What follows belongs to an exercise in optimizing a design on an open flow for small area; a production flow would make more cautious choices. At most, simulation tests tie the RTL to the original design; equivalence was not proved. The RTL of runs 3 and 4 was laid out without a check of its function. Power and IR drop assume default switching activity.

File: design/flow/run.sh
#!/bin/bash
# synth_recipe.tcl (not shown) runs the flow's synth.tcl, then flattens the netlist and writes it again
# the make line also repeats each setting of config.mk as NAME=value (left out here)
make -C /OpenROAD-flow-scripts/flow DESIGN_CONFIG=/design/flow/config.mk WORK_HOME=/design/flow/orfs CLKGATE_MAP_FILE= SYNTH_SCRIPT=/design/flow/synth_recipe.tcl finish
File: design/flow/config.mk
export PLATFORM = sky130hd
export DESIGN_NAME = normalized_iir_section_filter
export DESIGN_NICKNAME = normalized_iir_section_filter
export VERILOG_FILES = /design/flow/design.v
export SDC_FILE = /design/flow/constraint.sdc
export NUM_CORES = 4
export LEC_CHECK = 0
export CAP_MARGIN = 20
export CORE_MARGIN = 2
export CORE_UTILIZATION = 40
export SLEW_MARGIN = 20
File: design/flow/constraint.sdc
create_clock -name core_clock -period 9.0 [get_ports {clock}]
set_input_delay 1.8000 -clock core_clock [delete_from_list [all_inputs] [get_ports {clock}]]
set_output_delay 1.8000 -clock core_clock [all_outputs]
set_load 0.01 [all_outputs]
File: design/flow/design.v
`default_nettype none
package nisf_pkg;
   localparam int SAMPLE_W = 16;
   localparam int COEF_BITS_DEF      = 24;
   localparam int COEF_FRAC_BITS_DEF = 16;
   localparam int CSR_INDEX_BITS = 3;
   localparam logic [CSR_INDEX_BITS-1:0] REG_DEN_LEAD   = 3'd0;
   localparam logic [CSR_INDEX_BITS-1:0] REG_DEN_FIRST  = 3'd1;
   localparam logic [CSR_INDEX_BITS-1:0] REG_DEN_SECOND = 3'd2;
   localparam logic [CSR_INDEX_BITS-1:0] REG_NUM_NOW    = 3'd3;
   localparam logic [CSR_INDEX_BITS-1:0] REG_NUM_FIRST  = 3'd4;
   localparam logic [CSR_INDEX_BITS-1:0] REG_NUM_SECOND = 3'd5;
   localparam logic OP_FILTER = 1'b0;
   localparam logic OP_FLUSH  = 1'b1;
   localparam int TERM_BITS = 3;
   localparam logic [TERM_BITS-1:0] TERM_NUM_NOW    = 3'd0;
   localparam logic [TERM_BITS-1:0] TERM_NUM_FIRST  = 3'd1;
   localparam logic [TERM_BITS-1:0] TERM_NUM_SECOND = 3'd2;
   localparam logic [TERM_BITS-1:0] TERM_DEN_FIRST  = 3'd3;
   localparam logic [TERM_BITS-1:0] TERM_DEN_SECOND = 3'd4;
   localparam logic [TERM_BITS-1:0] TERM_LAST       = TERM_DEN_SECOND;
   typedef struct packed {
      logic                       opcode;
      logic signed [SAMPLE_W-1:0] sample_in;
   } req_type;
   typedef struct packed {
      logic signed [SAMPLE_W-1:0] sample_out;
      logic                       saturated;
      logic                       div_error;
   } rsp_type;
   typedef struct packed {
      logic                 load;       
      logic                 mul_en;     
      logic [TERM_BITS-1:0] term;
      logic                 acc_en;     
      logic                 div_init;   
      logic                 div_step;   
      logic                 commit;     
      logic                 flush;      
   } dp_cmd_type;
   typedef struct packed {
      logic div_zero;
   } dp_status_type;
endpackage
`default_nettype wire
`default_nettype none
module normalized_iir_section_filter #(
   parameter int COEF_BITS      = nisf_pkg::COEF_BITS_DEF,
   parameter int COEF_FRAC_BITS = nisf_pkg::COEF_FRAC_BITS_DEF
) (
   input  wire logic                      clock,
   input  wire logic                      reset,
   input  wire logic                      req_valid,
   output logic                           req_stall,
   input  wire logic [16:0]                         req_data,    
   output logic                           rsp_valid,
   input  wire logic                      rsp_stall,
   output logic [17:0]                              rsp_data,    
   input  wire logic                      csr_we,
   input  wire logic [nisf_pkg::CSR_INDEX_BITS-1:0] csr_index,
   input  wire logic [COEF_BITS-1:0]      csr_wdata
);
   localparam int W = 30;    
   logic [23:0] a1_ff, a2_ff, a3_ff, b1_ff, b2_ff, b3_ff;
   logic [23:0] wd, wd_one;
   assign wd     = csr_wdata[23:0] & {24{~reset}};
   assign wd_one = {wd[23:17], wd[16] | reset, wd[15:0]};
   always_ff @(posedge clock) begin
      if (reset | (csr_we & (csr_index == 3'd0))) a1_ff <= wd_one;
      if (reset | (csr_we & (csr_index == 3'd1))) a2_ff <= wd;
      if (reset | (csr_we & (csr_index == 3'd2))) a3_ff <= wd;
      if (reset | (csr_we & (csr_index == 3'd3))) b1_ff <= wd_one;
      if (reset | (csr_we & (csr_index == 3'd4))) b2_ff <= wd;
      if (reset | (csr_we & (csr_index == 3'd5))) b3_ff <= wd;
   end
   logic       act_ff, dv_ff;
   logic [4:0] pi_ff;
   logic [1:0] pg_ff;
   logic [1:0] hcnt_ff;    
   logic       rsp_valid_ff;
   logic start, run, mac, d1, d2, dg, d9, d10, cmt, gend, rsp_free, take_f, take_fl;
   assign start    = ~act_ff & req_valid & ~req_data[16];
   assign run      = act_ff | start;
   assign mac      = ~dv_ff;
   assign gend     = ~dv_ff & pi_ff[4];
   assign d1       = dv_ff & ~pg_ff[1] & ~pg_ff[0] & pi_ff[0];
   assign d2       = dv_ff & ~pg_ff[1] & ~pg_ff[0] & pi_ff[1];
   assign dg       = dv_ff & ~pg_ff[1] & ((~pg_ff[0] & (pi_ff[2] | pi_ff[3] | pi_ff[4]))
                                         | (pg_ff[0] & ~pi_ff[4]));
   assign d9       = dv_ff & pg_ff[0] & pi_ff[3];
   assign d10      = dv_ff & pg_ff[0] & pi_ff[4];
   assign cmt      = dv_ff & pg_ff[1];
   assign rsp_free = ~rsp_valid_ff | ~rsp_stall;
   assign take_f   = cmt & rsp_free;
   assign take_fl  = ~act_ff & req_valid & req_data[16];
   assign req_stall = ~((~act_ff & req_data[16]) | (cmt & rsp_free));
   assign rsp_valid = rsp_valid_ff;
   always_ff @(posedge clock) begin
      if (reset | take_f) begin
         act_ff <= 1'b0;
         dv_ff  <= 1'b0;
         pi_ff  <= 5'b00001;
         pg_ff  <= 2'd0;
      end else if (run & ~cmt) begin
         act_ff <= 1'b1;
         pi_ff  <= {pi_ff[3:0], pi_ff[4]};
         if (pi_ff[4]) begin
            if (~dv_ff & (pg_ff == 2'd3)) begin
               dv_ff <= 1'b1;
               pg_ff <= 2'd0;
            end else begin
               pg_ff <= pg_ff + 2'd1;
            end
         end
      end
   end
   logic [15:0] x1_ff, x2_ff, y1_ff, y2_ff;
   logic        sat_ff, err_ff;
   logic        h1, h2;
   assign h1 = |hcnt_ff;
   assign h2 = hcnt_ff[1];
   logic signed [W-1:0] z_ff;      
   logic [15:0]         lo_ff;     
   logic                s_ff;      
   logic                q0_ff;     
   logic                corr_ff;   
   logic [4:0]          win_ff;    
   logic [15:0] snext;
   logic [16:0] sext;
   logic [1:0]  gnext;
   logic        first;    
   assign first = (~act_ff & ~start) | dv_ff;
   assign gnext = (~first & pi_ff[4]) ? pg_ff + 2'd1 : (first ? 2'd0 : pg_ff);
   always_comb begin
      if (first) begin
         if (cmt)
            snext = req_data[15:0];
         else
            snext = x1_ff & {16{h1 & ~take_fl & ~reset}};
      end else begin
         snext = ({16{pi_ff[4] & h1}} & x1_ff)
               | ({16{pi_ff[0] & h2}} & x2_ff)
               | ({16{pi_ff[1] & h1}} & y1_ff)
               | ({16{pi_ff[2] & h2}} & y2_ff)
               | ({16{pi_ff[3]}}      & req_data[15:0]);
      end
      sext = {snext, 1'b0};
   end
   always_ff @(posedge clock) begin
      case (gnext)
         2'd0:    win_ff <= sext[4:0];
         2'd1:    win_ff <= sext[8:4];
         2'd2:    win_ff <= sext[12:8];
         default: win_ff <= sext[16:12];
      endcase
   end
   logic [23:0] coef;
   logic        negprod;
   logic        sgn_a;
   assign negprod = pi_ff[2] | pi_ff[3];
   assign sgn_a   = a1_ff[23];
   assign coef = ({24{mac & pi_ff[0]}} & b2_ff)
               | ({24{mac & pi_ff[1]}} & b3_ff)
               | ({24{mac & pi_ff[2]}} & a2_ff)
               | ({24{mac & pi_ff[3]}} & a3_ff)
               | ({24{mac & pi_ff[4]}} & b1_ff)
               | ({24{dv_ff & ~pg_ff[1]}} & a1_ff)
               | ({24{cmt}} & {8'd0, lo_ff[14:0], q0_ff});
   logic          one_h, two_h, neg_h, one_l, two_l, four_l, neg_l, cin_l;
   logic [24:0]   pph;
   logic [25:0]   ppl;
   logic [W-1:0]  bh, bl;
   logic signed [W-1:0] x1s, x2s;
   logic          n_res;
   assign n_res = s_ff ^ sgn_a;
   always_comb begin
      one_h = 1'b0;
      two_h = 1'b0;
      neg_h = 1'b0;
      if (mac) begin
         one_h = win_ff[3] ^ win_ff[2];
         two_h = (win_ff[4] & ~win_ff[3] & ~win_ff[2]) | (~win_ff[4] & win_ff[3] & win_ff[2]);
         neg_h = win_ff[4] ^ negprod;
      end else if (dg | d10) begin
         one_h = 1'b1;
         neg_h = ~(z_ff[W-1] ^ sgn_a);
      end
   end
   assign pph = ({25{one_h}} & {coef[23], coef}) | ({25{two_h}} & {coef, 1'b0});
   assign bh  = {{(W-25){pph[24]}}, pph} ^ {W{neg_h}};
   assign x1s = z_ff + {bh[W-3:0], neg_h, neg_h} + W'(neg_h);
   always_comb begin
      one_l  = 1'b0;
      two_l  = 1'b0;
      four_l = 1'b0;
      neg_l  = 1'b0;
      cin_l  = 1'b0;
      if (mac) begin
         one_l = win_ff[1] ^ win_ff[0];
         two_l = (win_ff[2] & ~win_ff[1] & ~win_ff[0]) | (~win_ff[2] & win_ff[1] & win_ff[0]);
         neg_l = win_ff[2] ^ negprod;
         cin_l = neg_l;
      end else if (d1) begin
         one_l = 1'b1;
         neg_l = ~(x1s[W-1] ^ sgn_a);
         cin_l = neg_l;
      end else if (d2 | dg) begin
         two_l = 1'b1;
         neg_l = ~(x1s[W-1] ^ sgn_a);
         cin_l = neg_l;
      end else if (d10) begin
         four_l = ~(x1s[W-1] ^ s_ff);
         neg_l  = ~(x1s[W-1] ^ sgn_a);
         cin_l  = neg_l;
      end else if (cmt) begin
         one_l = 1'b1;
         neg_l = n_res;
         cin_l = n_res ^ (s_ff & corr_ff);
      end
   end
   assign ppl = ({26{one_l}} & {{2{coef[23]}}, coef}) | ({26{two_l}} & {coef[23], coef, 1'b0})
              | ({26{four_l}} & {coef, 2'b00});
   assign bl  = {{(W-26){ppl[25]}}, ppl} ^ {W{neg_l}};
   assign x2s = x1s + bl + W'(cin_l);
   logic qa, qb, dba, dbb;
   assign qa  = ~(x1s[W-1] ^ s_ff);
   assign qb  = ~(x2s[W-1] ^ s_ff);
   assign dba = lo_ff[15] & ~d9;
   assign dbb = lo_ff[14] & ~d9;
   always_ff @(posedge clock) begin
      if (reset | ~run | d10 | cmt) begin
         z_ff <= '0;
      end else if (mac) begin
         if (pi_ff[4]) z_ff <= x2s >>> 4;
         else          z_ff <= x2s;
      end else begin
         z_ff <= {x2s[W-3:0], dba, dbb};
      end
   end
   always_ff @(posedge clock) begin
      if (gend) begin
         lo_ff <= {x2s[3:0], lo_ff[15:4]};
      end else if (d1 | d2 | dg) begin
         lo_ff <= {lo_ff[13:0], qa, qb};
      end
   end
   always_ff @(posedge clock) begin
      if (gend & (pg_ff == 2'd3)) s_ff <= x2s[W-1];
      if (d10) begin
         q0_ff   <= qa;
         corr_ff <= (x2s == '0);
      end
   end
   logic        ovf, sat, err;
   logic [15:0] y_new;
   assign ovf = lo_ff[15];
   assign sat = ovf | ~((&x2s[W-1:15]) | ~(|x2s[W-1:15]));
   assign err = (a1_ff == 24'd0);
   always_comb begin
      if (err)      y_new = 16'h0000;
      else if (sat) y_new = n_res ? 16'h8000 : 16'h7fff;
      else          y_new = x2s[15:0];
   end
   always_ff @(posedge clock) begin
      if (take_f) begin
         y1_ff  <= y_new;
         y2_ff  <= y1_ff;
         x1_ff  <= req_data[15:0];
         x2_ff  <= x1_ff;
         sat_ff <= sat & ~err;
         err_ff <= err;
      end
   end
   always_ff @(posedge clock) begin
      if (reset) begin
         hcnt_ff      <= 2'd0;
         rsp_valid_ff <= 1'b0;
      end else begin
         if (take_fl)     hcnt_ff <= 2'd0;
         else if (take_f) hcnt_ff <= {hcnt_ff[1] | hcnt_ff[0], ~hcnt_ff[1] & ~hcnt_ff[0]};
         if (take_f)          rsp_valid_ff <= 1'b1;
         else if (~rsp_stall) rsp_valid_ff <= 1'b0;
      end
   end
   assign rsp_data = {y1_ff, sat_ff, err_ff};
endmodule
`default_nettype wire
==> impl_metrics.env, run 1 <==
export IMPL_finalHoldViolations=0
export IMPL_min_period_ns=8.54
export IMPL_internal_power_uw=3140
export IMPL_cts_tree="done"
export IMPL_grt_max_degree=71
export IMPL_grt_pass1_vias=11500
export IMPL_drt_total_wl_mm=44.9
export IMPL_setup_violations=0
export IMPL_ys_seq_elements=276
export IMPL_synthAdderAreaFrac=0.0538
export IMPL_synth_mux_area_frac=0.00760
export IMPL_hpwl_mm=31.9
export IMPL_synth_top_family_by_area="compound AO/OA/AOI/OAI gates"
export IMPL_comb_power_share=0.482
export IMPL_antenna_found_initial=0
export IMPL_p_leak_uw=0.00660
export IMPL_place_gp_congestion=0.949
export IMPL_drt_pass1_iterations=6
export IMPL_htreeDepth=1
export IMPL_synth_cells=1408
export IMPL_wl_per_cell_um=22.3
export IMPL_max_freq_ghz=0.117
export IMPL_max_slew_margin=0.426
export IMPL_pwr_share_clk=0.228
export IMPL_ir_worst_vdd_v=0.000159
export IMPL_hold_class="reg2reg"
export IMPL_multi_input_comb_area_um2=7230
export IMPL_status="finished clean"
export IMPL_clock_sinks=276
export IMPL_coreArea_um2=37700
export IMPL_numCtsBuffers=30
export IMPL_start_kind="flip-flop"
export IMPL_max_clock_path_buffers=3
export IMPL_synth_cell_types=81
export IMPL_cts_root_buf="clkbuf_16"
export IMPL_mappedNetlistArea_um2=15300
export IMPL_synth_edf_count=229
export IMPL_overflow=0
export IMPL_die_y_um=200
export IMPL_seqCellArea_um2=7820
export IMPL_final_core_util=0.475
export IMPL_switching_power_uw=2210
export IMPL_vias=11900
export IMPL_skew_ns=0.0162
export IMPL_synthArstFlopShare=0
export IMPL_die_area_um2=39900
export IMPL_drive_gt1_frac=0.102
export IMPL_ys_flop_type="edfxtp_1"
export IMPL_cp_slowest_cell="or4b_1"
export IMPL_clk_latency_ns=0.59
export IMPL_io_buffers=68
export IMPL_slowest_delay_ns=0.51
export IMPL_synth_simple_area_share=0.129
export IMPL_end_kind="flip-flop"
export IMPL_crit_fanout=16
export IMPL_drv_slew=0
export IMPL_ys_seq_area_frac=0.510
export IMPL_final_area_um2=17900
export IMPL_arrival_ns=8.85
export IMPL_ios=69
export IMPL_n_fill_cell=3486
export IMPL_placed_area_um2=16800
export IMPL_seq_power_share=0.289
export IMPL_crit_type="reg2reg"
export IMPL_grt_pass1_wl_mm=68.3
export IMPL_n_antenna_cell=0
export IMPL_viasPerCell=5.90
export IMPL_synth_common_cells="229 x edfxtp_1, 120 x nand2_1, 102 x nor2_1, 80 x xnor2_1, 76 x a21oi_1"
export IMPL_max_cap_violations=0
export IMPL_detail_route_drc_violations=0
export IMPL_grtUsageTotal=0.224
export IMPL_worst_ep_required_time_ns=9.31
export IMPL_clkSlewWorstSetupHoldPaths_ns=0.07
export IMPL_yosysTopAreaCell="edfxtp_1"
export IMPL_synth_net_count=1521
export IMPL_synth_xor_area_frac=0.0704
export IMPL_swShare=0.413
export IMPL_power_density_nw_per_um2=299
export IMPL_initial_utilization=0.407
export IMPL_die_x_um=200
export IMPL_avgSynthCellArea_um2=10.9
export IMPL_rows=71
export IMPL_drt_initial_drc_count=1103
export IMPL_fin_crit_sh=0.949
export IMPL_netlist_top_cells_area="edfxtp_1 45%, dfxtp_1 6.1%, ha_1 5.0%, xnor2_1 4.6%, nand2_1 2.9%"
export IMPL_worst_pin_slew_ns=0.861
export IMPL_nets=1597
export IMPL_ant_nets=0
export IMPL_yosys_warnings=1
export IMPL_area_growth_pct=16.8
export IMPL_yosysTopAreaCellShare=0.449
export IMPL_yosysMostFrequentCell="edfxtp_1"
export IMPL_synth_compound_area_share=0.201
flip-flops by register name (all words and copies together) (netlist names), 5 cells and up:
name and count:
a1_ff 24, b1_ff 24, lo_ff 16, win_ff 5, y2_ff 16, a3_ff 24
pi_ff 5, z_ff 30, y1_ff 16, a2_ff 24, b2_ff 24, x1_ff 16
b3_ff 24, x2_ff 16
routing by layer:
layer | vias to the layer above | GRT usage | routed length (um)
met1 | 5856 | 0.315 | 20100
met5 | - | 0 | 0
met4 | 0 | 0.0617 | 1200
met2 | 397 | 0.365 | 20900
met3 | 76 | 0.0275 | 2720
li1 | 5574 | - | -
layout make-up:
| type | count | share of cell area |
|---|---|---|
| Clock buffer | 33 | 0.0426 |
| Clock inverter | 21 | 0.0120 |
| Sequential cell | 276 | 0.437 |
| Timing Repair Buffer | 119 | 0.0627 |
| Tap cell | 511 | 0.0357 |
| Multi-Input combinational cell | 1029 | 0.404 |
| Inverter | 28 | 0.00587 |
power groups by stage:
| stage | Clock [uW] | Sequential (uW) | Combinational [uW] |
|---|---|---|---|
| floorplan | 0 | 1550 | 1670 |
| global placement | 0 | 1570 | 2420 |
| detailed placement | 0 | 1570 | 2440 |
| CTS | 1240 | 1550 | 2460 |
| global route | 1290 | 1560 | 2780 |
| finish | 1220 | 1550 | 2580 |
critical path: cells and delay by family, from the launching register on:
family | cells | cell delay (ns)
buffers and inverters | 4 | 0.71
AO/OA/AOI/OAI | 11 | 2.34
flip-flops | 1 | 0.41
AND/OR/NAND/NOR | 12 | 2.80
XOR/XNOR | 5 | 1.23
adder cells (fa/ha/maj) | 2 | 0.74
stage by stage:
stage / hold slack [ns] / TNS (ns) / setup slack [ns] / instances / total power (uW)
final: 0.459 / 0 / 0.459 / 2017 / 5350
after global routing: 0.457 / -0.222 / -0.0386 / 2017 / 5630
after CTS: 0.457 / 0 / 0.0457 / 2015 / 5250
after detailed placement: 0.439 / 0 / 0.0544 / 1961 / 4010
after global placement: 0.432 / 0 / 0.226 / 1961 / 4000
after floorplan: 0.426 / 0 / 0.544 / 1408 / 3220
final timing paths:
path / startpoint / end / slack [ns] / depth (start not counted)
min reg2reg: x1_ff[15] / x2_ff[15] / 0.46 / 0
max: dv_ff / y1_ff[13] / 0.46 / 34
min: x1_ff[15] / x2_ff[15] / 0.46 / 0
max reg2reg: dv_ff / y1_ff[13] / 0.46 / 34
timing repair:
item | 4_1_cts | 5_1_grt
hold buffers | 0 | 0
setup buffers | 0 | 2
setup endpoints to repair | 0 | 18
resized for setup | 0 | 27
kinds of logic (layout without fill, tap and decap cells):
family | count (synthesis) | count (layout)
and+or+nand+nor | 408 | 408
adders and majority gates | 64 | 64
xor gates and xnor gates | 120 | 120
muxes | 11 | 11
buffers and inverters | 103 | 201
AOI/OAI and AO/OA | 426 | 426
DFF | 276 | 276
cells in the final DEF (no fill, tap or decap), types with 21 or more instances in the layout:
cell type,netlist,final
nand2_1,120,120
clkdlybuf4s50_1,0,68
xnor2_1,80,79
a21oi_1,76,71
and3_1,28,23
a22oi_1,50,50
ha_1,61,61
nor2_1,102,99
buf_4,4,45
a211oi_1,31,31
a222oi_1,31,31
dfxtp_1,47,44
o21ai_0,50,50
inv_1,26,26
nand3_1,27,27
nor3_1,23,22
nor2b_1,41,39
a22o_1,22,22
xor2_1,38,35
clkbuf_16,0,30
edfxtp_1,229,229
o22ai_1,26,25
a21o_1,23,21
==> inputs of run 2 (changes only) <==
--- a/design/flow/config.mk
+++ b/design/flow/config.mk
@@ -10,2 +10,3 @@
 export CORE_UTILIZATION = 40
+export CTS_BUF_LIST = sky130_fd_sc_hd__clkbuf_4
 export SLEW_MARGIN = 20
==> impl_metrics.env, run 2 <==
export IMPL_cts_root_buf="clkbuf_4"
export IMPL_synthArstFlopShare=0
export IMPL_avgSynthCellArea_um2=10.9
export IMPL_final_cell_mix="229 x edfxtp_1, 120 x nand2_1, 111 x clkbuf_4, 98 x nor2_1, 79 x xnor2_1"
export IMPL_min_period_ns=8.61
export IMPL_cp_slowest_cell="nor4_1"
export IMPL_hpwl_mm=31.9
export IMPL_wl_per_cell_um=21.8
export IMPL_power_density_nw_per_um2=293
export IMPL_clock_sinks=276
export IMPL_max_clock_path_buffers=3
export IMPL_ys_seq_elements=276
export IMPL_holdPathEnd="x2_ff[15]"
export IMPL_max_freq_ghz=0.116
export IMPL_min_path_cells=0
export IMPL_fin_crit_sh=0.957
export IMPL_die_x_um=200
export IMPL_min_from="x1_ff[15]"
export IMPL_arrival_ns=9.03
export IMPL_coreArea_um2=37700
export IMPL_synth_cell_types=81
export IMPL_yosysTopAreaCell="edfxtp_1"
export IMPL_skew_ns=0.0746
export IMPL_clk_latency_ns=0.77
export IMPL_p_leak_uw=0.00667
export IMPL_antenna_found_initial=1
export IMPL_ant_nets=0
export IMPL_synth_common_cells="229 x edfxtp_1, 120 x nand2_1, 102 x nor2_1, 80 x xnor2_1, 76 x a21oi_1"
export IMPL_slowest_delay_ns=0.57
export IMPL_detail_route_drc_violations=0
export IMPL_drive_gt1_frac=0.146
export IMPL_status="finished clean"
export IMPL_synth_net_count=1521
export IMPL_rows=71
export IMPL_netlist_top_cells_area="edfxtp_1 45%, dfxtp_1 6.1%, ha_1 5.0%, xnor2_1 4.6%, nand2_1 2.9%"
export IMPL_rr_startpoint="pg_ff[1]"
export IMPL_nets=1641
export IMPL_hold_class="reg2reg"
export IMPL_ys_flop_type="edfxtp_1"
export IMPL_initial_utilization=0.407
export IMPL_setup_violations=0
export IMPL_overflow=0
export IMPL_pre_cts_slack_ns=0.0544
export IMPL_cts_tree="done"
export IMPL_hold_buffers=0
export IMPL_crit_type="reg2reg"
export IMPL_mappedNetlistArea_um2=15300
export IMPL_m1WireLength_mm=20.2
export IMPL_yosysTopAreaCellShare=0.449
export IMPL_grt_pass1_wl_mm=69.2
export IMPL_drv_slew=0
export IMPL_top_layer_used="met4"
export IMPL_finalHoldViolations=0
export IMPL_fin_ws_ns=0.389
export IMPL_grt_max_degree=71
export IMPL_die_y_um=200
export IMPL_io_buffers=68
export IMPL_hold_slack_ns=0.434
export IMPL_top_register="z_ff"
export IMPL_drt_pass1_iterations=8
export IMPL_yosys_warnings=1
export IMPL_drt_total_wl_mm=45.5
export IMPL_max_cap_violations=0
export IMPL_place_gp_congestion=0.949
export IMPL_ir_worst_vdd_v=0.000138
export IMPL_area_growth_pct=16.5
export IMPL_die_area_um2=39900
export IMPL_timing_rr_end="y1_ff[13]"
export IMPL_synth_cells=1408
export IMPL_worst_ep_required_time_ns=9.42
export IMPL_start_kind="flip-flop"
export IMPL_grtUsageTotal=0.230
export IMPL_yosysMostFrequentCell="edfxtp_1"
export IMPL_layout_commonest_cell="edfxtp_1"
export IMPL_met3_length_mm=2.78
export IMPL_htreeDepth=3
export IMPL_ys_seq_area_frac=0.510
export IMPL_end_kind="flip-flop"
export IMPL_clkSlewWorstSetupHoldPaths_ns=0.07
export IMPL_crit_fanout=18
export IMPL_dr_wl_met2_mm=21.2
export IMPL_vias=12200
export IMPL_max_slew_margin=0.422
export IMPL_reg2reg_slack_ns=0.39
export IMPL_worst_pin_slew_ns=0.867
export IMPL_drt_initial_drc_count=1104
export IMPL_synth_edf_count=229
export IMPL_largest_reg_flops=30
export IMPL_numCtsBuffers=75
export IMPL_grt_pass1_vias=11800
export IMPL_ios=69
export IMPL_report_power_total_uw=5230
export IMPL_reg2regPathDepth=29
export IMPL_viasPerCell=5.85
run 2: worst max path at each step:
stage / slack, ns / endpoint / from
floorplan: 0.54 / y1_ff[9] / dv_ff
finish: 0.39 / y1_ff[13] / pg_ff[1]
global route: -0.01 / y1_ff[13] / pg_ff[1]
global placement: 0.23 / y1_ff[5] / pi_ff[4]
CTS: 0.001 / y1_ff[1] / dv_ff
detailed placement: 0.05 / y1_ff[2] / dv_ff
run 2: per-stage QoR:
stage	TNS [ns]	cells	util	cell area [um2]
after floorplan	0	1408	-	15300
after global placement	0	1961	0.446	16800
after detailed placement	0	1961	0.446	16800
after CTS	0	2088	0.470	17700
after global routing	-0.0232	2090	0.474	17800
final	0	2090	0.474	17800
run 2: cell families (layout without fill, tap and decap cells):
logic type | Yosys count | in the layout | synth area share
and+or+nand+nor | 408 | 408 | 0.129
muxes | 11 | 11 | 0.00760
other | 0 | 1 | 0
AOI/OAI and AO/OA | 426 | 426 | 0.201
DFF | 276 | 276 | 0.510
buffers and inverters | 103 | 273 | 0.0273
xor gates and xnor gates | 120 | 120 | 0.0704
adders and majority gates | 64 | 64 | 0.0538
run 2: worst max-delay path, delay by kind of cell (launching register included):
kind                     cells  cell delay [ns]
AO/OA/AOI/OAI               11             2.70
XOR/XNOR                     3             0.69
adder cells (fa/ha/maj)      2             0.83
buffers and inverters        4             0.92
flip-flops                   1             0.55
AND/OR/NAND/NOR              9             2.54
run 2: area by class of cell:
type,instances,area (um2)
fillers,3536,19800
flip-flops and latches,276,7820
multi-input cells,1029,7260
repair buffers,118,1110
clock buffers,111,833
well taps,511,639
inverters,28,105
clock inverters,16,71.3
diodes,1,2.50
run 2: layer usage:
layer / GRT usage / vias to the layer above
met3: 0.0380 / 86
met5: 0 / -
met2: 0.365 / 457
met1: 0.315 / 5993
met4: 0.0850 / 0
li1: - / 5698
run 2: report_power, final:
part / total, uW / switching, uW / internal, uW
clock: 1090 / 525 / 562
sequential: 1550 / 48.8 / 1500
combinational: 2590 / 1640 / 949
total: 5230 / 2220 / 3010
run 2: what timing repair did:
action | CTS | global route
resized for setup | 0 | 32
endpoints found under the hold margin | 0 | 0
setup buffers | 0 | 1
setup endpoints to repair | 0 | 21
==> inputs of run 3 (changes only) <==
--- a/design/flow/design.v
+++ b/design/flow/design.v
@@ -190,3 +190,3 @@
    assign bh  = {{(W-25){pph[24]}}, pph} ^ {W{neg_h}};
-   assign x1s = z_ff + {bh[W-3:0], neg_h, neg_h} + W'(neg_h);
+   nisf_add #(.N(W)) u_add_h (.a(z_ff), .b({bh[W-3:0], neg_h, neg_h}), .ci(neg_h), .s(x1s));
    always_comb begin
@@ -217,3 +217,3 @@
          neg_l = n_res;
-         cin_l = n_res ^ (s_ff & corr_ff);
+         cin_l = n_res ^ cq;
       end
@@ -223,3 +223,3 @@
    assign bl  = {{(W-26){ppl[25]}}, ppl} ^ {W{neg_l}};
-   assign x2s = x1s + bl + W'(cin_l);
+   nisf_add #(.N(W)) u_add_l (.a(x1s), .b(bl), .ci(cin_l), .s(x2s));
    logic qa, qb, dba, dbb;
@@ -255,4 +255,7 @@
    logic [15:0] y_new;
+   logic        cq;
    assign ovf = lo_ff[15];
-   assign sat = ovf | ~((&x2s[W-1:15]) | ~(|x2s[W-1:15]));
+   assign cq  = s_ff & corr_ff;    
+   assign sat = ovf | (n_res ? (lo_ff[14] & (cq | (|{lo_ff[13:0], q0_ff})))
+                             : (lo_ff[14] | (cq & (&{lo_ff[13:0], q0_ff}))));
    assign err = (a1_ff == 24'd0);
@@ -286,2 +289,39 @@
 endmodule
+module nisf_add #(
+   parameter int N = 30
+) (
+   input  wire logic [N-1:0] a,
+   input  wire logic [N-1:0] b,
+   input  wire logic         ci,
+   output logic [N-1:0]      s
+);
+   localparam int L = $clog2(N);
+   logic [N-1:0] g [0:2*L];
+   logic [N-1:0] p [0:2*L];
+   assign p[0] = a ^ b;
+   assign g[0] = (a & b) | {{(N-1){1'b0}}, p[0][0] & ci};
+   for (genvar l = 0; l < L; l++) begin : g_up
+      for (genvar i = 0; i < N; i++) begin : g_bit
+         if ((i % (2 << l)) == ((2 << l) - 1)) begin : g_node
+            assign g[l+1][i] = g[l][i] | (p[l][i] & g[l][i-(1 << l)]);
+            assign p[l+1][i] = p[l][i] & p[l][i-(1 << l)];
+         end else begin : g_pass
+            assign g[l+1][i] = g[l][i];
+            assign p[l+1][i] = p[l][i];
+         end
+      end
+   end
+   for (genvar k = 0; k < L; k++) begin : g_dn
+      for (genvar i = 0; i < N; i++) begin : g_bit
+         if ((i >= 3 * (1 << (L-1-k)) - 1) && (((i - (3 * (1 << (L-1-k)) - 1)) % (2 << (L-1-k))) == 0)) begin : g_node
+            assign g[L+k+1][i] = g[L+k][i] | (p[L+k][i] & g[L+k][i-(1 << (L-1-k))]);
+            assign p[L+k+1][i] = p[L+k][i] & p[L+k][i-(1 << (L-1-k))];
+         end else begin : g_pass
+            assign g[L+k+1][i] = g[L+k][i];
+            assign p[L+k+1][i] = p[L+k][i];
+         end
+      end
+   end
+   assign s = p[0] ^ {g[2*L][N-2:0], ci};
+endmodule
 `default_nettype wire
--- a/design/flow/config.mk
+++ b/design/flow/config.mk
@@ -10,3 +10,2 @@
 export CORE_UTILIZATION = 40
-export CTS_BUF_LIST = sky130_fd_sc_hd__clkbuf_4
 export SLEW_MARGIN = 20
==> impl_metrics.env, run 3 <==
export IMPL_status="finished clean"
export IMPL_seqCellArea_um2=7830
export IMPL_synthAdderAreaFrac=0.0875
export IMPL_hold_buffers=0
export IMPL_die_y_um=197
export IMPL_synthArstFlopShare=0
export IMPL_cts_tree="done"
export IMPL_synth_top_family_by_area="compound AO/OA/AOI/OAI gates"
export IMPL_antenna_found_initial=0
export IMPL_ios=69
export IMPL_die_x_um=197
export IMPL_viasPerCell=5.77
export IMPL_drv_slew=0
export IMPL_cts_root_buf="clkbuf_16"
export IMPL_netlist_top_cells_area="edfxtp_1 46%, dfxtp_1 6.3%, ha_1 4.6%, fa_1 4.1%, a222oi_1 3.9%"
export IMPL_detail_route_drc_violations=0
export IMPL_initial_utilization=0.408
export IMPL_pre_cts_slack_ns=-0.203
export IMPL_ys_flop_type="edfxtp_1"
export IMPL_hold_slack_ns=0.453
export IMPL_worst_ep_required_time_ns=9.42
export IMPL_drive_gt1_frac=0.214
export IMPL_area_growth_pct=23.8
export IMPL_ant_nets=0
export IMPL_synth_xor_area_frac=0.0559
export IMPL_max_freq_ghz=0.115
export IMPL_grt_pass1_wl_mm=64.0
export IMPL_seq_power_share=0.428
export IMPL_arrival_ns=9.11
export IMPL_layout_commonest_cell="edfxtp_1"
export IMPL_synth_common_cells="229 x edfxtp_1, 102 x nand2_1, 78 x a21oi_1, 71 x nor2_1"
export IMPL_mappedNetlistArea_um2=15000
export IMPL_internal_power_uw=2490
export IMPL_yosysMostFrequentCell="edfxtp_1"
export IMPL_max_cap_violations=0
export IMPL_slowest_delay_ns=0.52
export IMPL_final_cells=1985
export IMPL_io_buffers=68
export IMPL_grtUsageTotal=0.212
export IMPL_avgSynthCellArea_um2=11.5
export IMPL_swShare=0.294
export IMPL_numCtsBuffers=30
export IMPL_clkSlewWorstSetupHoldPaths_ns=0.07
export IMPL_synth_cells=1306
export IMPL_die_area_um2=38900
export IMPL_yosys_warnings=4
export IMPL_yosysTopAreaCell="edfxtp_1"
export IMPL_p_leak_uw=0.00706
export IMPL_largest_reg_flops=30
export IMPL_drt_total_wl_mm=42.5
export IMPL_drt_pass1_iterations=9
export IMPL_min_period_ns=8.69
export IMPL_place_gp_congestion=0.925
export IMPL_hpwl_mm=30.1
export IMPL_fin_ws_ns=0.313
export IMPL_synth_compound_area_share=0.165
export IMPL_synth_net_count=1441
export IMPL_synth_edf_count=229
export IMPL_nets=1628
export IMPL_ys_seq_area_frac=0.523
export IMPL_n_antenna_cell=0
export IMPL_clock_sinks=276
export IMPL_clk_latency_ns=0.57
export IMPL_vias=11500
export IMPL_ir_worst_vdd_v=0.000146
export IMPL_coreArea_um2=36700
export IMPL_grt_pass1_vias=11100
export IMPL_cp_slowest_cell="fa_1"
export IMPL_dp_cells=1889
export IMPL_max_clock_path_buffers=3
export IMPL_synth_cell_types=61
export IMPL_pwr_share_clk=0.324
export IMPL_comb_power_share=0.247
export IMPL_worst_pin_slew_ns=0.959
export IMPL_top_register="z_ff"
export IMPL_multi_input_comb_area_um2=6940
export IMPL_end_kind="flip-flop"
export IMPL_fin_crit_sh=0.965
export IMPL_switching_power_uw=1040
export IMPL_finalHoldViolations=0
export IMPL_drt_initial_drc_count=1604
export IMPL_power_density_nw_per_um2=191
export IMPL_start_kind="flip-flop"
export IMPL_final_cell_mix="229 x edfxtp_1, 153 x buf_4, 102 x nand2_1, 70 x a21oi_1, 69 x nor2_1"
export IMPL_wl_per_cell_um=21.4
export IMPL_ys_seq_elements=276
export IMPL_synth_simple_area_share=0.119
export IMPL_rows=70
export IMPL_max_slew_margin=0.357
export IMPL_skew_ns=0.0141
export IMPL_crit_type="reg2reg"
export IMPL_crit_fanout=6
export IMPL_overflow=0
export IMPL_rsz0062_at_grt="true"
export IMPL_synth_mux_area_frac=0.0146
export IMPL_hold_class="reg2reg"
export IMPL_n_fill_cell=3247
export IMPL_final_core_util=0.505
export IMPL_htreeDepth=1
export IMPL_yosysTopAreaCellShare=0.460
export IMPL_grt_max_degree=71
export IMPL_setup_violations=0
==> run 3: what timing repair did <==
item	4_1_cts	5_1_grt
setup buffers	0	39
gates resized for setup	5	77
cloned	0	2
pin swaps	2	60
endpoints found under the setup margin	9	24
==> run 3: stage by stage <==
step                      total power, uW  TNS [ns]  cell area [um2]
final                                3530         0            18500
after global routing                 3680     -1.70            18500
after global placement               2330         0            17000
after floorplan                      2010         0            15100
after CTS                            3480         0            17900
after detailed placement             2340    -0.917            17000
==> run 3: power by group through the flow <==
stage	Sequential [uW]	Clock, uW	Combinational (uW)
floorplan	1520	0	494
global placement	1540	0	797
detailed placement	1540	0	806
CTS	1510	1160	812
global route	1520	1210	950
finish	1510	1150	874
==> run 3: cell type report <==
cell class              count  share of cell area
flip-flops and latches    276               0.423
multi-input cells         898               0.375
repair buffers            237               0.112
clock buffers              40              0.0436
well taps                 468              0.0316
inverters                  50              0.0101
clock inverters            16             0.00527
==> run 3: worst max-delay path, delay by kind of cell (launching register included) <==
| family | cells | cell delay (ns) |
|---|---|---|
| adders and majority gates | 4 | 1.46 |
| AOI/OAI and AO/OA | 17 | 3.66 |
| xor gates and xnor gates | 5 | 1.02 |
| buffers and inverters | 3 | 0.38 |
| DFF | 1 | 0.37 |
| and+or+nand+nor | 11 | 1.66 |
==> run 3: cells by family after synthesis <==
| family | Yosys count |
|---|---|
| simple gates | 361 |
| buf+inv | 132 |
| flops | 276 |
| xor+xnor | 92 |
| mux | 20 |
| compound gates | 339 |
| fa+ha+maj | 86 |
==> run 3: final timing paths <==
path | end | cells past startpoint | slack (ns) | from
worst max-delay path | corr_ff | 40 | 0.31 | pi_ff[2]
worst min-delay path | x2_ff[15] | 0 | 0.45 | x1_ff[15]
worst max register to register | corr_ff | 40 | 0.31 | pi_ff[2]
worst min register to register | x2_ff[15] | 0 | 0.45 | x1_ff[15]
==> run 3: layer usage <==
layer	wire length, um	GRT usage	vias up
met3	2730	0.0266	68
met4	1200	0.0588	0
met1	19200	0.307	5630
li1	-	-	5340
met5	0	0	-
met2	19400	0.336	425
==> inputs of run 4 (changes only) <==
--- a/design/flow/design.v
+++ b/design/flow/design.v
@@ -156,2 +156,3 @@
    end
+   logic qa, qb, dba, dbb;    
    logic [23:0] coef;
@@ -161,9 +162,24 @@
    assign sgn_a   = a1_ff[23];
-   assign coef = ({24{mac & pi_ff[0]}} & b2_ff)
-               | ({24{mac & pi_ff[1]}} & b3_ff)
-               | ({24{mac & pi_ff[2]}} & a2_ff)
-               | ({24{mac & pi_ff[3]}} & a3_ff)
-               | ({24{mac & pi_ff[4]}} & b1_ff)
-               | ({24{dv_ff & ~pg_ff[1]}} & a1_ff)
-               | ({24{cmt}} & {8'd0, lo_ff[14:0], q0_ff});
+   logic        adv, last_mac, nx_idle, nx_byp, nx_div, nx_cmt;
+   logic [4:0]  nx_mac;
+   logic [23:0] coef_nx, coef_ff;
+   assign coef     = coef_ff;
+   assign adv      = run & ~cmt;
+   assign last_mac = mac & pi_ff[4] & (pg_ff == 2'd3);
+   assign nx_idle  = reset | take_f | (~act_ff & ~start);
+   assign nx_byp   = ~reset & ~act_ff & csr_we & (csr_index == 3'd4);
+   assign nx_mac   = {5{adv & mac & ~last_mac}} & {pi_ff[3:0], pi_ff[4]};
+   assign nx_div   = ~reset & ((adv & last_mac) | (dv_ff & ~d10 & ~cmt));
+   assign nx_cmt   = ~reset & (d10 | (cmt & ~take_f));
+   assign coef_nx = ({24{(nx_idle & ~nx_byp) | nx_mac[0]}} & b2_ff)
+                  | ({24{nx_mac[1]}} & b3_ff)
+                  | ({24{nx_mac[2]}} & a2_ff)
+                  | ({24{nx_mac[3]}} & a3_ff)
+                  | ({24{nx_mac[4]}} & b1_ff)
+                  | ({24{nx_div}}    & a1_ff)
+                  | ({24{nx_byp}}    & wd)
+                  | ({24{nx_cmt}}    & {8'd0, lo_ff[14:0], d10 ? qa : q0_ff});
+   always_ff @(posedge clock) begin
+      coef_ff <= coef_nx;
+   end
    logic          one_h, two_h, neg_h, one_l, two_l, four_l, neg_l, cin_l;
@@ -211,3 +227,3 @@
       end else if (d10) begin
-         four_l = ~(x1s[W-1] ^ s_ff);
+         four_l = 1'b1;
          neg_l  = ~(x1s[W-1] ^ sgn_a);
@@ -224,3 +240,2 @@
    nisf_add #(.N(W)) u_add_l (.a(x1s), .b(bl), .ci(cin_l), .s(x2s));
-   logic qa, qb, dba, dbb;
    assign qa  = ~(x1s[W-1] ^ s_ff);
@@ -250,3 +265,3 @@
          q0_ff   <= qa;
-         corr_ff <= (x2s == '0);
+         corr_ff <= qa ? (x2s == '0) : (x1s == '0);
       end
==> impl_metrics.env, run 4 <==
export IMPL_antenna_found_initial=0
export IMPL_synth_cells=1362
export IMPL_final_area_um2=18900
export IMPL_synth_edf_count=228
export IMPL_yosysMostFrequentCell="edfxtp_1"
export IMPL_drv_slew=0
export IMPL_overflow=0
export IMPL_yosysTopAreaCellShare=0.441
export IMPL_synth_net_count=1497
export IMPL_top_register="z_ff"
export IMPL_p_leak_uw=0.00725
export IMPL_end_kind="flip-flop"
export IMPL_mappedNetlistArea_um2=15500
export IMPL_drive_gt1_frac=0.170
export IMPL_largest_reg_flops=30
export IMPL_synth_mux_area_frac=0.0125
export IMPL_vias=11800
export IMPL_crit_fanout=10
export IMPL_synth_top_family_by_area="compound AO/OA/AOI/OAI gates"
export IMPL_worst_pin_slew_ns=1.02
export IMPL_skew_ns=0.0217
export IMPL_n_antenna_cell=0
export IMPL_status="finished with violations"
export IMPL_ys_flop_type="edfxtp_1"
export IMPL_met3_length_mm=3.24
export IMPL_slowest_delay_ns=0.55
export IMPL_placed_area_um2=17600
export IMPL_crit_type="reg2reg"
export IMPL_ir_worst_vdd_v=0.000149
export IMPL_area_growth_pct=21.7
export IMPL_ios=69
export IMPL_rows=72
export IMPL_synthAdderAreaFrac=0.0843
export IMPL_numCtsBuffers=34
export IMPL_cts_root_buf="clkbuf_16"
export IMPL_power_density_nw_per_um2=209
export IMPL_detail_route_drc_violations=0
export IMPL_grt_pass1_wl_mm=69.4
export IMPL_synth_common_cells="228 x edfxtp_1, 160 x nand2_1, 102 x a21oi_1, 86 x nor2_1, 78 x a222oi_1"
export IMPL_rsz0062_at_grt="true"
export IMPL_fin_crit_sh=1.02
export IMPL_m1WireLength_mm=20.0
export IMPL_die_y_um=201
export IMPL_grt_max_degree=71
export IMPL_reg2reg_slack_ns=-0.14
export IMPL_clock_sinks=300
export IMPL_synth_xor_area_frac=0.0534
export IMPL_ys_seq_elements=300
export IMPL_viasPerCell=5.75
export IMPL_initial_utilization=0.404
export IMPL_arrival_ns=9.52
export IMPL_top_layer_used="met4"
export IMPL_max_freq_ghz=0.109
export IMPL_violations="negative setup slack"
export IMPL_setup_violations=1
export IMPL_synth_simple_area_share=0.124
export IMPL_die_area_um2=40400
export IMPL_hold_class="reg2reg"
export IMPL_crit_top_cell="fa_2"
export IMPL_clkSlewWorstSetupHoldPaths_ns=0.06
export IMPL_grt_pass1_vias=11500
export IMPL_ant_nets=0
export IMPL_die_x_um=201
export IMPL_yosys_warnings=4
export IMPL_io_buffers=68
export IMPL_place_gp_congestion=0.898
export IMPL_drt_pass1_iterations=10
export IMPL_cp_slowest_cell="or4_4"
export IMPL_dp_cells=1982
export IMPL_grtUsageTotal=0.223
export IMPL_ys_seq_area_frac=0.534
export IMPL_max_slew_margin=0.320
export IMPL_dr_wl_met2_mm=21.4
export IMPL_drt_initial_drc_count=1334
export IMPL_final_cell_mix="228 x edfxtp_1, 160 x nand2_1, 117 x buf_4, 97 x a21oi_1, 83 x nor2_1"
export IMPL_avgSynthCellArea_um2=11.4
export IMPL_wl_per_cell_um=22.3
export IMPL_min_period_ns=9.14
export IMPL_finalHoldViolations=0
export IMPL_synthArstFlopShare=0
export IMPL_pre_cts_slack_ns=-0.422
export IMPL_netlist_top_cells_area="edfxtp_1 44%, dfxtp_1 9.3%, a222oi_1 5.0%, ha_1 4.4%, fa_1 4.0%"
export IMPL_nets=1641
export IMPL_cts_tree="done"
export IMPL_start_kind="flip-flop"
export IMPL_clk_latency_ns=0.53
export IMPL_max_clock_path_buffers=3
export IMPL_max_cap_violations=0
export IMPL_drt_total_wl_mm=45.7
export IMPL_fin_ws_ns=-0.141
export IMPL_yosysTopAreaCell="edfxtp_1"
export IMPL_coreArea_um2=38500
export IMPL_layout_commonest_cell="edfxtp_1"
export IMPL_synth_compound_area_share=0.162
export IMPL_synth_cell_types=66
export IMPL_htreeDepth=2
export IMPL_worst_ep_required_time_ns=9.38
export IMPL_final_cells=2049
export IMPL_hpwl_mm=31.7
## run 4: changes by cell type in the layout (fill, tap and decap cells not counted), sizes merged, moves of 15 or more
cell | before | now
a211oi | 37 | 22
a21oi | 78 | 102
a222oi | 59 | 78
a22o | 21 | 0
buf | 167 | 123
dfxtp | 47 | 72
inv | 50 | 34
nand2 | 103 | 160
nor2 | 71 | 86
o22ai | 27 | 3
xnor2 | 43 | 60
xor2 | 47 | 32
## run 4: path summary, 6_finish.rpt
path                   end     start  depth (start not counted)
setup / recovery   corr_ff  pi_ff[4]                         41
hold / removal    x2_ff[4]  x1_ff[4]                          0
setup reg to reg   corr_ff  pi_ff[4]                         41
hold reg to reg   x2_ff[4]  x1_ff[4]                          0
## run 4: cell families (layout without fill, tap and decap cells)
family | Yosys count | in the layout
xor+xnor | 93 | 93
simple gates | 407 | 407
buf+inv | 116 | 285
fa+ha+maj | 86 | 86
mux | 19 | 19
compound gates | 341 | 341
flops | 300 | 300
## run 4: final cells by class
cell class,instances,area (um2)
inverters,33,124
multi-input cells,946,7120
clock buffers,47,930
fillers,3463,19600
well taps,518,648
clock inverters,14,104
repair buffers,191,1680
flip-flops and latches,300,8290
## run 4: what timing repair did
item / in CTS / in global routing
hold buffers: 0 / 0
pin swaps: 19 / 19
gates cloned: 1 / 0
resized for setup: 19 / 15
buffers inserted: 2 / 3
setup endpoints to repair: 5 / 9
## run 4: metal layers
layer  vias up  GRT usage
met5         -          0
met4         0     0.0630
met3        73     0.0318
met2       501      0.362
met1      5733      0.311
li1       5465          -
## run 4: where the power goes
group	switching, uW	internal (uW)	total [uW]
logic	547	424	971
registers	77.2	1600	1680
clock network	565	731	1300
## run 4: critical path: cells and delay by family, from the launching register on
family,cells,cell delay (ns)
XOR/XNOR,4,0.74
adder cells (fa/ha/maj),5,1.62
flip-flops,1,0.31
AND/OR/NAND/NOR,9,2.08
multiplexers,2,0.44
buffers and inverters,4,0.54
AO/OA/AOI/OAI,17,3.27
## run 4: through the flow
step / util / TNS, ns / hold slack, ns / total power [uW]
floorplan: - / -0.0604 / 0.426 / 2210
global placement: 0.458 / -0.277 / 0.428 / 2610
detailed placement: 0.458 / -0.422 / 0.437 / 2620
CTS: 0.488 / -0.0995 / 0.450 / 3940
global route: 0.491 / -1.29 / 0.459 / 4110
finish: 0.491 / -0.141 / 0.451 / 3940
==> inputs of run 5 (changes only) <==
--- a/design/flow/design.v
+++ b/design/flow/design.v
@@ -126,3 +126,2 @@
    logic                corr_ff;   
-   logic [4:0]          win_ff;    
    logic [15:0] snext;
@@ -148,8 +147,9 @@
    end
-   always_ff @(posedge clock) begin
+   logic [4:0] win;    
+   always_comb begin
       case (gnext)
-         2'd0:    win_ff <= sext[4:0];
-         2'd1:    win_ff <= sext[8:4];
-         2'd2:    win_ff <= sext[12:8];
-         default: win_ff <= sext[16:12];
+         2'd0:    win = sext[4:0];
+         2'd1:    win = sext[8:4];
+         2'd2:    win = sext[12:8];
+         default: win = sext[16:12];
       endcase
@@ -157,2 +157,3 @@
    logic qa, qb, dba, dbb;    
+   logic cq;                  
    logic [23:0] coef;
@@ -191,15 +192,33 @@
    assign n_res = s_ff ^ sgn_a;
+   logic one_h_ff, two_h_ff, neg_h_ff, one_l_ff, two_l_ff, four_l_ff, neg_l_ff;
+   logic nx_d1, nx_d2, nx_dg, nx_d10, nx_m, negprod_nx, negz_nx;
+   assign nx_d1      = ~reset & adv & last_mac;
+   assign nx_d2      = ~reset & d1;
+   assign nx_dg      = ~reset & (d2 | (dg & ~d9));
+   assign nx_d10     = ~reset & d9;
+   assign nx_m       = nx_idle | (|nx_mac);
+   assign negprod_nx = nx_mac[2] | nx_mac[3];
+   assign negz_nx    = ~(x2s[W-3] ^ sgn_a);    
+   always_ff @(posedge clock) begin
+      one_h_ff  <= (nx_m & (win[3] ^ win[2])) | nx_dg | nx_d10;
+      two_h_ff  <= nx_m & ((win[4] & ~win[3] & ~win[2]) | (~win[4] & win[3] & win[2]));
+      neg_h_ff  <= (nx_m & (win[4] ^ negprod_nx)) | ((nx_dg | nx_d10) & negz_nx);
+      one_l_ff  <= (nx_m & (win[1] ^ win[0])) | nx_d1 | nx_cmt;
+      two_l_ff  <= (nx_m & ((win[2] & ~win[1] & ~win[0]) | (~win[2] & win[1] & win[0])))
+                 | nx_d2 | nx_dg;
+      four_l_ff <= nx_d10;
+      neg_l_ff  <= nx_m & (win[2] ^ negprod_nx);
+   end
+   assign one_h  = one_h_ff;
+   assign two_h  = two_h_ff;
+   assign neg_h  = neg_h_ff;
+   assign one_l  = one_l_ff;
+   assign two_l  = two_l_ff;
+   assign four_l = four_l_ff;
    always_comb begin
-      one_h = 1'b0;
-      two_h = 1'b0;
-      neg_h = 1'b0;
-      if (mac) begin
-         one_h = win_ff[3] ^ win_ff[2];
-         two_h = (win_ff[4] & ~win_ff[3] & ~win_ff[2]) | (~win_ff[4] & win_ff[3] & win_ff[2]);
-         neg_h = win_ff[4] ^ negprod;
-      end else if (dg | d10) begin
-         one_h = 1'b1;
-         neg_h = ~(z_ff[W-1] ^ sgn_a);
-      end
+      if (mac)      neg_l = neg_l_ff;
+      else if (cmt) neg_l = n_res;
+      else          neg_l = ~(x1s[W-1] ^ sgn_a);
    end
+   assign cin_l = cmt ? (n_res ^ cq) : neg_l;
    assign pph = ({25{one_h}} & {coef[23], coef}) | ({25{two_h}} & {coef, 1'b0});
@@ -207,31 +226,2 @@
    nisf_add #(.N(W)) u_add_h (.a(z_ff), .b({bh[W-3:0], neg_h, neg_h}), .ci(neg_h), .s(x1s));
-   always_comb begin
-      one_l  = 1'b0;
-      two_l  = 1'b0;
-      four_l = 1'b0;
-      neg_l  = 1'b0;
-      cin_l  = 1'b0;
-      if (mac) begin
-         one_l = win_ff[1] ^ win_ff[0];
-         two_l = (win_ff[2] & ~win_ff[1] & ~win_ff[0]) | (~win_ff[2] & win_ff[1] & win_ff[0]);
-         neg_l = win_ff[2] ^ negprod;
-         cin_l = neg_l;
-      end else if (d1) begin
-         one_l = 1'b1;
-         neg_l = ~(x1s[W-1] ^ sgn_a);
-         cin_l = neg_l;
-      end else if (d2 | dg) begin
-         two_l = 1'b1;
-         neg_l = ~(x1s[W-1] ^ sgn_a);
-         cin_l = neg_l;
-      end else if (d10) begin
-         four_l = 1'b1;
-         neg_l  = ~(x1s[W-1] ^ sgn_a);
-         cin_l  = neg_l;
-      end else if (cmt) begin
-         one_l = 1'b1;
-         neg_l = n_res;
-         cin_l = n_res ^ cq;
-      end
-   end
    assign ppl = ({26{one_l}} & {{2{coef[23]}}, coef}) | ({26{two_l}} & {coef[23], coef, 1'b0})
@@ -270,3 +260,2 @@
    logic [15:0] y_new;
-   logic        cq;
    assign ovf = lo_ff[15];
==> impl_metrics.env, run 5 <==
export IMPL_met3_length_mm=3.12
export IMPL_max_clock_path_buffers=3
export IMPL_crit_type="reg2reg"
export IMPL_die_y_um=200
export IMPL_rows=71
export IMPL_top_layer_used="met4"
export IMPL_grt_pass1_vias=11000
export IMPL_area_growth_pct=15.9
export IMPL_drt_total_wl_mm=43.6
export IMPL_final_cell_mix="228 x edfxtp_1, 89 x nor2_1, 73 x nand2_1, 71 x dfxtp_1, 67 x clkdlybuf4s50_1"
export IMPL_hold_class="reg2reg"
export IMPL_m1WireLength_mm=19.2
export IMPL_initial_utilization=0.408
export IMPL_viasPerCell=5.89
export IMPL_cts_tree="done"
export IMPL_die_x_um=200
export IMPL_max_slew_margin=0.286
export IMPL_worst_pin_slew_ns=1.06
export IMPL_detail_route_drc_violations=0
export IMPL_overflow=0
export IMPL_ir_worst_vdd_v=0.000176
export IMPL_fin_crit_sh=0.935
export IMPL_yosysMostFrequentCell="edfxtp_1"
export IMPL_crit_fanout=24
export IMPL_power_density_nw_per_um2=293
export IMPL_synth_net_count=1434
export IMPL_layout_commonest_cell="edfxtp_1"
export IMPL_ys_seq_elements=302
export IMPL_yosysTopAreaCell="edfxtp_1"
export IMPL_drive_gt1_frac=0.0970
export IMPL_grt_pass1_wl_mm=66.6
export IMPL_wl_per_cell_um=23.0
export IMPL_die_area_um2=40100
export IMPL_n_antenna_cell=0
export IMPL_synth_cells=1302
export IMPL_max_cap_violations=0
export IMPL_numCtsBuffers=35
export IMPL_htreeDepth=2
export IMPL_cts_root_buf="clkbuf_16"
export IMPL_final_area_um2=17800
export IMPL_clkSlewWorstSetupHoldPaths_ns=0.07
export IMPL_ys_flop_type="edfxtp_1"
export IMPL_cp_slowest_cell="xnor3_2"
export IMPL_finalHoldViolations=0
export IMPL_start_kind="flip-flop"
export IMPL_slowest_delay_ns=0.44
export IMPL_max_freq_ghz=0.119
export IMPL_end_kind="flip-flop"
export IMPL_p_leak_uw=0.00643
export IMPL_grtUsageTotal=0.214
export IMPL_ant_nets=0
export IMPL_drt_pass1_iterations=10
export IMPL_synthArstFlopShare=0
export IMPL_worst_ep_required_time_ns=9.38
export IMPL_grt_max_degree=71
export IMPL_drv_slew=0
export IMPL_yosys_warnings=4
export IMPL_report_power_total_uw=5220
export IMPL_placed_area_um2=16700
export IMPL_postCtsSetupBuffers=0
export IMPL_drt_initial_drc_count=1359
export IMPL_skew_ns=0.0242
export IMPL_netlist_top_cells_area="edfxtp_1 44%, dfxtp_1 9.6%, ha_1 4.3%, a222oi_1 4.0%, fa_1 3.9%"
export IMPL_crit_top_cell="a21oi_1"
export IMPL_nets=1487
export IMPL_mappedNetlistArea_um2=15400
export IMPL_coreArea_um2=37800
export IMPL_antenna_found_initial=0
export IMPL_dr_wl_met2_mm=20.4
export IMPL_min_period_ns=8.42
export IMPL_hpwl_mm=30.0
export IMPL_largest_reg_flops=30
export IMPL_synth_common_cells="228 x edfxtp_1, 89 x nor2_1, 74 x dfxtp_1, 73 x nand2_1, 69 x a21oi_1"
export IMPL_avgSynthCellArea_um2=11.8
export IMPL_ys_seq_area_frac=0.541
export IMPL_status="finished clean"
export IMPL_setup_violations=0
export IMPL_top_register="z_ff"
export IMPL_synth_edf_count=228
export IMPL_clk_latency_ns=0.53
export IMPL_vias=11100
export IMPL_arrival_ns=8.80
export IMPL_synth_cell_types=65
export IMPL_clock_sinks=302
export IMPL_io_buffers=68
export IMPL_yosysTopAreaCellShare=0.444
export IMPL_place_gp_congestion=0.915
export IMPL_ios=69
run 5: cell types whose count changed in the layout (fill, tap and decap cells not counted), moves of 13 or more:
cell	delta
a21oi_1	-31
a221oi_1	+14
a222oi_1	-17
a22o_1	+16
buf_4	-90
nand2_1	-87
nand3_1	+23
xnor2_1	-13
xor2_1	+22
run 5: final cells by class:
| cell class | count | area (um2) |
|---|---|---|
| multi-input cells | 886 | 6750 |
| repair buffers | 98 | 921 |
| well taps | 511 | 639 |
| clock buffers | 49 | 1000 |
| fillers | 3435 | 19900 |
| inverters | 32 | 120 |
| flip-flops and latches | 302 | 8330 |
| clock inverters | 15 | 91.3 |
run 5: power breakdown:
group | switching [uW] | internal [uW] | total [uW]
Sequential | 93.5 | 1630 | 1730
Clock | 571 | 782 | 1350
Combinational | 1320 | 821 | 2140
Total | 1990 | 3240 | 5220
run 5: logic make-up (layout without fill, tap and decap cells):
group	after synthesis	in the layout	share of synthesized area
compound gates	342	342	0.165
xor+xnor	96	96	0.0565
fa+ha+maj	83	83	0.0820
buf+inv	114	194	0.0288
flops	302	302	0.541
mux	28	28	0.0192
simple gates	337	337	0.108
run 5: final timing paths:
path,startpoint,to,slack (ns),cells past startpoint
worst max register to register,two_h_ff,corr_ff,0.58,35
worst min-delay path,b3_ff[23],coef_ff[23],0.44,2
worst max-delay path,two_h_ff,corr_ff,0.58,35
worst min register to register,b3_ff[23],coef_ff[23],0.44,2
run 5: worst max-delay path: cells and delay by family (launching register included):
| family | cells | cell delay (ns) |
|---|---|---|
| AO/OA/AOI/OAI | 17 | 3.01 |
| AND/OR/NAND/NOR | 7 | 1.60 |
| adder cells (fa/ha/maj) | 4 | 1.54 |
| XOR/XNOR | 5 | 1.23 |
| buffers and inverters | 2 | 0.46 |
| flip-flops | 1 | 0.41 |
run 5: layer usage:
metal	GRT usage	up-vias
li1	-	5137
met1	0.298	5519
met2	0.346	430
met3	0.0361	59
met4	0.0552	0
met5	0	-
run 5: stage by stage:
stage	util	hold slack [ns]	setup slack, ns	TNS (ns)	cells
global route	0.473	0.461	-0.0381	-0.0381	1893
CTS	0.470	0.445	0.0562	0	1893
floorplan	-	0.418	0.232	0	1302
detailed placement	0.441	0.436	0.0726	0	1829
global placement	0.441	0.432	0.245	0	1829
finish	0.473	0.438	0.582	0	1893
run 5: timing repair:
| item | 4_1_cts | 5_1_grt |
|---|---|---|
| endpoints found under the setup margin | 0 | 14 |
| hold buffers | 0 | 0 |
| resized for setup | 0 | 17 |
==> inputs of run 6 (changes only) <==
--- a/design/flow/config.mk
+++ b/design/flow/config.mk
@@ -9,3 +9,5 @@
 export CORE_MARGIN = 2
-export CORE_UTILIZATION = 40
+export CORE_UTILIZATION = 60
+export CTS_CLUSTER_DIAMETER = 80
+export CTS_CLUSTER_SIZE = 25
 export SLEW_MARGIN = 20
==> impl_metrics.env, run 6 <==
export IMPL_postCtsSetupBuffers=0
export IMPL_cts_root_buf="clkbuf_16"
export IMPL_yosysTopAreaCellShare=0.444
export IMPL_drt_total_wl_mm=41.2
export IMPL_numCtsBuffers=17
export IMPL_ys_seq_area_frac=0.541
export IMPL_clkSlewWorstSetupHoldPaths_ns=0.09
export IMPL_setup_violations=0
export IMPL_rr_startpoint="one_h_ff"
export IMPL_fin_crit_sh=0.942
export IMPL_setup_tns_ns=0
export IMPL_ys_seq_elements=302
export IMPL_min_from="b3_ff[17]"
export IMPL_layout_commonest_cell="edfxtp_1"
export IMPL_yosysMostFrequentCell="edfxtp_1"
export IMPL_mappedNetlistArea_um2=15400
export IMPL_synth_edf_count=228
export IMPL_overflow=0
export IMPL_synth_cells=1302
export IMPL_max_cap_violations=0
export IMPL_max_freq_ghz=0.118
export IMPL_grt_max_degree=71
export IMPL_grt_pass1_vias=10700
export IMPL_ys_flop_type="edfxtp_1"
export IMPL_clk_latency_ns=0.52
export IMPL_top_register="z_ff"
export IMPL_htreeDepth=1
export IMPL_clock_sinks=302
export IMPL_yosys_warnings=4
export IMPL_min_period_ns=8.48
export IMPL_detail_route_drc_violations=0
export IMPL_final_cell_mix="228 x edfxtp_1, 88 x nor2_1, 73 x nand2_1, 72 x dfxtp_1, 67 x clkdlybuf4s50_1"
export IMPL_drt_initial_drc_count=1562
export IMPL_area_growth_pct=10.9
export IMPL_rsz0062_at_grt="false"
export IMPL_crit_top_cell="a21oi_1"
export IMPL_netlist_top_cells_area="edfxtp_1 44%, dfxtp_1 9.6%, ha_1 4.3%, a222oi_1 4.0%, fa_1 3.9%"
export IMPL_status="finished clean"
export IMPL_ant_nets=0
export IMPL_vias=11200
export IMPL_worst_ep_required_time_ns=9.36
export IMPL_io_buffers=68
export IMPL_crit_fanout=20
export IMPL_hold_class="reg2reg"
export IMPL_viasPerCell=6.70
export IMPL_max_slew_margin=0.323
export IMPL_grtUsageTotal=0.309
export IMPL_place_gp_congestion=0.911
export IMPL_die_x_um=164
export IMPL_crit_path_start="one_h_ff"
export IMPL_slowest_delay_ns=0.44
export IMPL_synthArstFlopShare=0
export IMPL_finalHoldViolations=0
export IMPL_hpwl_mm=28.2
export IMPL_yosysTopAreaCell="edfxtp_1"
export IMPL_skew_ns=0.0180
export IMPL_drv_slew=0
export IMPL_die_area_um2=27000
export IMPL_ios=69
export IMPL_nets=1468
export IMPL_max_clock_path_buffers=3
export IMPL_grt_pass1_wl_mm=63.4
export IMPL_arrival_ns=8.84
export IMPL_cts_tree="done"
export IMPL_power_density_nw_per_um2=275
export IMPL_largest_reg_flops=30
export IMPL_wl_per_cell_um=24.6
export IMPL_crit_buf_inv=3
export IMPL_antenna_found_initial=0
export IMPL_cp_slowest_cell="dfxtp_1"
export IMPL_rows=58
export IMPL_synth_common_cells="228 x edfxtp_1, 89 x nor2_1, 74 x dfxtp_1, 73 x nand2_1, 69 x a21oi_1"
export IMPL_crit_type="reg2reg"
export IMPL_drt_pass1_iterations=10
export IMPL_die_y_um=164
export IMPL_synth_cell_types=65
export IMPL_hold_slack_ns=0.452
export IMPL_p_leak_uw=0.00616
export IMPL_ir_worst_vdd_v=0.000224
export IMPL_synth_net_count=1434
export IMPL_worst_pin_slew_ns=1.02
export IMPL_coreArea_um2=25200
export IMPL_avgSynthCellArea_um2=11.8
export IMPL_drive_gt1_frac=0.0810
export IMPL_end_kind="flip-flop"
export IMPL_start_kind="flip-flop"
export IMPL_initial_utilization=0.612
export IMPL_critPathTopFamily="compound AO/OA/AOI/OAI gates"
## run 6: changes by cell type in the layout (fill, tap and decap cells not counted), moves of 3 or more
cell       before  now
buf_4          27   24
clkbuf_16      37   17
clkbuf_1        9    4
clkbuf_8        3    0
clkinv_2        8    0
## run 6: power by group
part	leakage, uW	switching [uW]	internal [uW]
Sequential	0.00277	92.3	1630
Clock	0.000260	461	393
Combinational	0.00313	1300	819
## run 6: worst register-to-register path, delay by kind of cell (launching register included)
| family | cells | cell delay [ns] |
|---|---|---|
| compound gates | 18 | 3.46 |
| fa+ha+maj | 4 | 1.45 |
| simple gates | 3 | 0.89 |
| buf+inv | 3 | 0.65 |
| xor+xnor | 6 | 1.44 |
| flops | 1 | 0.44 |
## run 6: cells by family (layout without fill, tap and decap cells)
family | Yosys count | after routing | share of synthesized area
AO/OA/AOI/OAI | 342 | 342 | 0.165
AND/OR/NAND/NOR | 337 | 337 | 0.108
flip-flops | 302 | 302 | 0.541
buffers and inverters | 114 | 158 | 0.0288
XOR/XNOR | 96 | 96 | 0.0565
adder cells (fa/ha/maj) | 83 | 83 | 0.0820
multiplexers | 28 | 28 | 0.0192
other | 0 | 1 | 0
## run 6: layout make-up
cell class / instances / area [um2]
inverter: 32 / 120
sequential: 302 / 8330
antenna: 1 / 2.50
clock buffer: 21 / 440
timing repair buffer: 97 / 921
multi-input combinational: 886 / 6760
tap: 330 / 413
fill: 1897 / 8100
clock inverter: 8 / 93.8
## run 6: final timing paths
path,slack (ns),depth (start not counted),to
worst max-delay path,0.52,34,corr_ff
worst min-delay path,0.45,2,coef_ff[17]
worst max register to register,0.52,34,corr_ff
worst min register to register,0.45,2,coef_ff[17]
## run 6: per-stage QoR
| step | power [uW] | std cells | utilization | area (um2) | setup slack, ns |
|---|---|---|---|---|---|
| final | 4700 | 1677 | 0.678 | 17100 | 0.521 |
| after global routing | 4940 | 1676 | 0.678 | 17100 | 0.0745 |
| after CTS | 4610 | 1676 | 0.674 | 17000 | 0.0120 |
| after detailed placement | 3770 | 1647 | 0.653 | 16400 | 0.0576 |
| after global placement | 3750 | 1647 | 0.653 | 16400 | 0.302 |
| after floorplan | 3130 | 1302 | - | 15400 | 0.232 |
## run 6: repair_timing
| item | in CTS | in global routing |
|---|---|---|
| resized for setup | 0 | 20 |
| hold buffers | 0 | 0 |
| setup endpoints to repair | 0 | 12 |
## run 6: metal layers
| layer | up-vias | part of all wire | track usage |
|---|---|---|---|
| li1 | 5091 | - | - |
| met1 | 5525 | 0.42 | 0.460 |
| met2 | 565 | 0.47 | 0.490 |
| met3 | 63 | 0.093 | 0.0346 |
| met4 | 0 | 0.019 | 0.0734 |
| met5 | - | 0 | 0 |

[re-timing with driven ports]
In the flow no input, the clock included, has a driving cell. The finished layouts below were timed again as built, in two steps.
Step 1 assumes that a clkbuf_16 drives the clock port and a buf_2 every other input.
Step 2 also shifts input and output timing later by t, the mid clock arrival at the registers, as if the neighbouring blocks saw the same clock.
a / b / c = ideal ports / drivers / drivers and shift; a / b = the first two.
run	t (ns)	slack for setup (ns)	worst setup path at the end
run 1	0.634	0.459 / 0.459 / 0.459	register to register
run 2	0.778	0.389 / 0.389 / 0.389	register to register
run 3	0.618	0.313 / 0.313 / 0.313	register to register
run 4	0.570	-0.141 / -0.141 / -0.141	register to register
run 5	0.575	0.582 / 0.582 / 0.582	register to register
run 6	0.562	0.521 / 0.521 / 0.521	register to register
